Source: an optimization exercise on an open RTL-to-GDS flow (aim: small area). Production flows keep margins and buffers that such runs may drop.
Function was checked by simulation only, so behaviour that the tests miss may differ from the original.
No driver is modelled on the clock port, so clocking that relies on it looks cheaper here than on a real chip.
Power is estimated from default activity; no workload was simulated.

Design alu_seq, start of the top module:
module alu_seq
#(
  parameter int XLEN = 64
) (
  input  logic            clk,
  input  logic            rst_n,
  input  logic            in_valid,
  output logic            in_ready,
  input  logic [diablo_alu_pkg::ALU_OP_W-1:0] in_op,
  input  logic [XLEN-1:0] in_a,
  input  logic [XLEN-1:0] in_b,
  output logic            out_valid,
  input  logic            out_ready,
  output logic [XLEN-1:0] out_result,
  output logic            out_err
);
==> flow/config.mk <==
export PLATFORM = sky130hd
export DESIGN_NAME = alu_seq
export DESIGN_NICKNAME = alu_seq
export VERILOG_FILES = /design/flow/design.v
export SDC_FILE = /design/flow/constraint.sdc
export NUM_CORES = 4
export LEC_CHECK = 0
export CAP_MARGIN = 20
export CORE_MARGIN = 2
export CORE_UTILIZATION = 40
export SLEW_MARGIN = 20
export SYNTH_HIERARCHICAL = 1
==> flow/constraint.sdc <==
create_clock -name core_clock -period 10.0 [get_ports {clk}]
set_input_delay 2.0000 -clock core_clock [delete_from_list [all_inputs] [get_ports {clk}]]
set_output_delay 2.0000 -clock core_clock [all_outputs]
set_load 0.01 [all_outputs]
standard.sh (not shown) runs the stock make flow with config.mk's settings and CLKGATE_MAP_FILE= SYNTH_SCRIPT=/design/flow/synth_recipe.tcl, a recipe that flattens the netlist after the stock synthesis.
==> flow/flow/run.sh <==
#!/bin/bash
# Layout of alu_seq: the standard flow (standard.sh, all steps unchanged), with the port
# buffers that global placement inserts on every input and output made of the smallest buffer
# cell, sky130_fd_sc_hd__buf_1, in place of the flow's default choice. Each tool's output is kept
# in a log of its own here; ORFS also keeps per-step logs under orfs/logs.
set -euo pipefail
export BUFFER_PORTS_ARGS="-buffer_cell sky130_fd_sc_hd__buf_1"
export CTS_ARGS="-clk_nets clk -repair_clock_nets -dont_use_dummy_load -buf_list sky130_fd_sc_hd__clkbuf_8 -root_buf sky130_fd_sc_hd__clkbuf_8"
export PRE_CTS_TCL="$(pwd)/flow/cts_pre.tcl"
export CLK_LEAVES=9
export CLK_LEAF_CELL=sky130_fd_sc_hd__clkbuf_8
bash standard.sh > standard.log 2>&1
==> flow/flow/cts_pre.tcl <==
# Clock leaves for alu_seq, built before clock_tree_synthesis: the flip-flops are split by
# position into CLK_LEAVES groups (the largest group is halved along its wider side, repeatedly),
# and each group gets one CLK_LEAF_CELL buffer at its centre, driven by the clock net.
# clock_tree_synthesis (CTS_ARGS: -clk_nets clk) then builds the tree above these leaves.
set leaves $::env(CLK_LEAVES)
set cell $::env(CLK_LEAF_CELL)
set db [ord::get_db]
set block [ord::get_db_block]
set clk [$block findNet clk]
set sinks {}
foreach it [$clk getITerms] {
  set box [[$it getInst] getBBox]
  lappend sinks [list $it [expr {([$box xMin] + [$box xMax]) / 2}] [expr {([$box yMin] + [$box yMax]) / 2}]]
}
puts "cts_pre: [llength $sinks] clock sinks, $leaves leaves of $cell"
proc span { g axis } {
  set v [lsort -integer -index $axis $g]
  return [expr {[lindex $v end $axis] - [lindex $v 0 $axis]}]
}
# split the largest group in two halves along its wider side until there are enough groups
set groups [list $sinks]
while { [llength $groups] < $leaves } {
  set big 0
  for { set i 1 } { $i < [llength $groups] } { incr i } {
    if { [llength [lindex $groups $i]] > [llength [lindex $groups $big]] } { set big $i }
  }
  set g [lindex $groups $big]
  set axis [expr {[span $g 1] >= [span $g 2] ? 1 : 2}]
  set s [lsort -integer -index $axis $g]
  set h [expr {[llength $s] / 2}]
  set groups [lreplace $groups $big $big [lrange $s 0 [expr {$h - 1}]] [lrange $s $h end]]
}
set master [$db findMaster $cell]
set n 0
foreach g $groups {
  set sx 0
  set sy 0
  foreach s $g {
    incr sx [lindex $s 1]
    incr sy [lindex $s 2]
  }
  set cx [expr {$sx / [llength $g]}]
  set cy [expr {$sy / [llength $g]}]
  set inst [odb::dbInst_create $block $master "clkleaf_$n"]
  set net [odb::dbNet_create $block "clkleaf_net_$n"]
  $net setSigType CLOCK
  foreach s $g {
    set it [lindex $s 0]
    $it disconnect
    $it connect $net
  }
  [$inst findITerm A] connect $clk
  [$inst findITerm X] connect $net
  $inst setLocation $cx $cy
  $inst setPlacementStatus PLACED
  puts "cts_pre: clkleaf_$n drives [llength $g] sinks at ($cx, $cy)"
  incr n
}
Edit:
--- a/flow/flow/run.sh
+++ b/flow/flow/run.sh
@@ -10,2 +10,2 @@
-export CLK_LEAVES=9
-export CLK_LEAF_CELL=sky130_fd_sc_hd__clkbuf_8
+export CLK_LEAVES=8
+export CLK_LEAF_CELL=sky130_fd_sc_hd__clkbuf_16
--- a/flow/flow/cts_pre.tcl
+++ b/flow/flow/cts_pre.tcl
@@ -2 +2 @@
-# position into CLK_LEAVES groups (the largest group is halved along its wider side, repeatedly),
+# position into CLK_LEAVES groups of equal size (recursive halving, alternately in x and y),
@@ -16,3 +16,8 @@
-proc span { g axis } {
-  set v [lsort -integer -index $axis $g]
-  return [expr {[lindex $v end $axis] - [lindex $v 0 $axis]}]
+proc split_groups { groups axis } {
+  set out {}
+  foreach g $groups {
+    set s [lsort -integer -index $axis $g]
+    set h [expr {[llength $s] / 2}]
+    lappend out [lrange $s 0 [expr {$h - 1}]] [lrange $s $h end]
+  }
+  return $out
@@ -20 +24,0 @@
-# split the largest group in two halves along its wider side until there are enough groups
@@ -21,0 +26 @@
+set axis 1
@@ -23,9 +28,2 @@
-  set big 0
-  for { set i 1 } { $i < [llength $groups] } { incr i } {
-    if { [llength [lindex $groups $i]] > [llength [lindex $groups $big]] } { set big $i }
-  }
-  set g [lindex $groups $big]
-  set axis [expr {[span $g 1] >= [span $g 2] ? 1 : 2}]
-  set s [lsort -integer -index $axis $g]
-  set h [expr {[llength $s] / 2}]
-  set groups [lreplace $groups $big $big [lrange $s 0 [expr {$h - 1}]] [lrange $s $h end]]
+  set groups [split_groups $groups $axis]
+  set axis [expr {3 - $axis}]
The changed run completed with no timing, DRC or antenna violations.
Design area is higher by 0.80%.
First-iteration DRC count is higher by 1.4%.
Wire length barely changes.
Combinational power hardly moves.
Critical path depth is unchanged.
Utilization is higher by 0.37 points.
Global-route usage hardly moves.
Edit:
--- a/flow/flow/run.sh
+++ b/flow/flow/run.sh
@@ -8,4 +8 @@
-export CTS_ARGS="-clk_nets clk -repair_clock_nets -dont_use_dummy_load -buf_list sky130_fd_sc_hd__clkbuf_8 -root_buf sky130_fd_sc_hd__clkbuf_8"
-export PRE_CTS_TCL="$(pwd)/flow/cts_pre.tcl"
-export CLK_LEAVES=8
-export CLK_LEAF_CELL=sky130_fd_sc_hd__clkbuf_16
+export CTS_ARGS="-sink_clustering_enable -repair_clock_nets -dont_use_dummy_load -buf_list {sky130_fd_sc_hd__clkbuf_4 sky130_fd_sc_hd__clkbuf_8} -root_buf sky130_fd_sc_hd__clkbuf_8 -sink_clustering_size 12 -sink_clustering_max_diameter 60"
--- a/flow/config.mk
+++ b/flow/config.mk
@@ -10 +10 @@
-export CORE_UTILIZATION = 40
+export CORE_UTILIZATION = 75
removed: flow/flow/cts_pre.tcl
Result: Synthesized cell count does not change; global-route usage came out higher by 21 points; power came out higher by 4.4%; worst hold slack is worse by 0.032 ns; flip-flop and latch count is unchanged.

## what the ideal ports hide
No port has a modelled driver above. Below, the same layouts with a new extraction and two added sets of constraints.
Step 1: set_driving_cell puts a clkbuf_16 on clk and a buf_2 on each other input, an assumption about the parent block.
Step 2 adds t to the input delays and takes it off the output delays; t is the mean of the earliest and latest rising clock arrival at the registers after step 1. Input paths then give back, and output paths get back, about the clock's delay inside the block.
a / b / c = ideal / step 1 / step 2; a / b = the first two.
run | t, ns | setup WS [ns] | hold slack, ns
the first run | 0.476 | 0.472 / 0.472 / 0.433 | 0.275 / 0.275 / 0.275
the second run | 0.495 | 0.490 / 0.490 / 0.417 | 0.327 / 0.327 / 0.327
the third run | 0.487 | 0.163 / 0.163 / -0.138 | 0.295 / 0.295 / 0.295
Met with ideal ports but missed after step 2: setup timing in the third run. For the third run, which loses most, drivers alone change the setup slack by 0.000 ns; drivers and shift together by -0.301 ns.
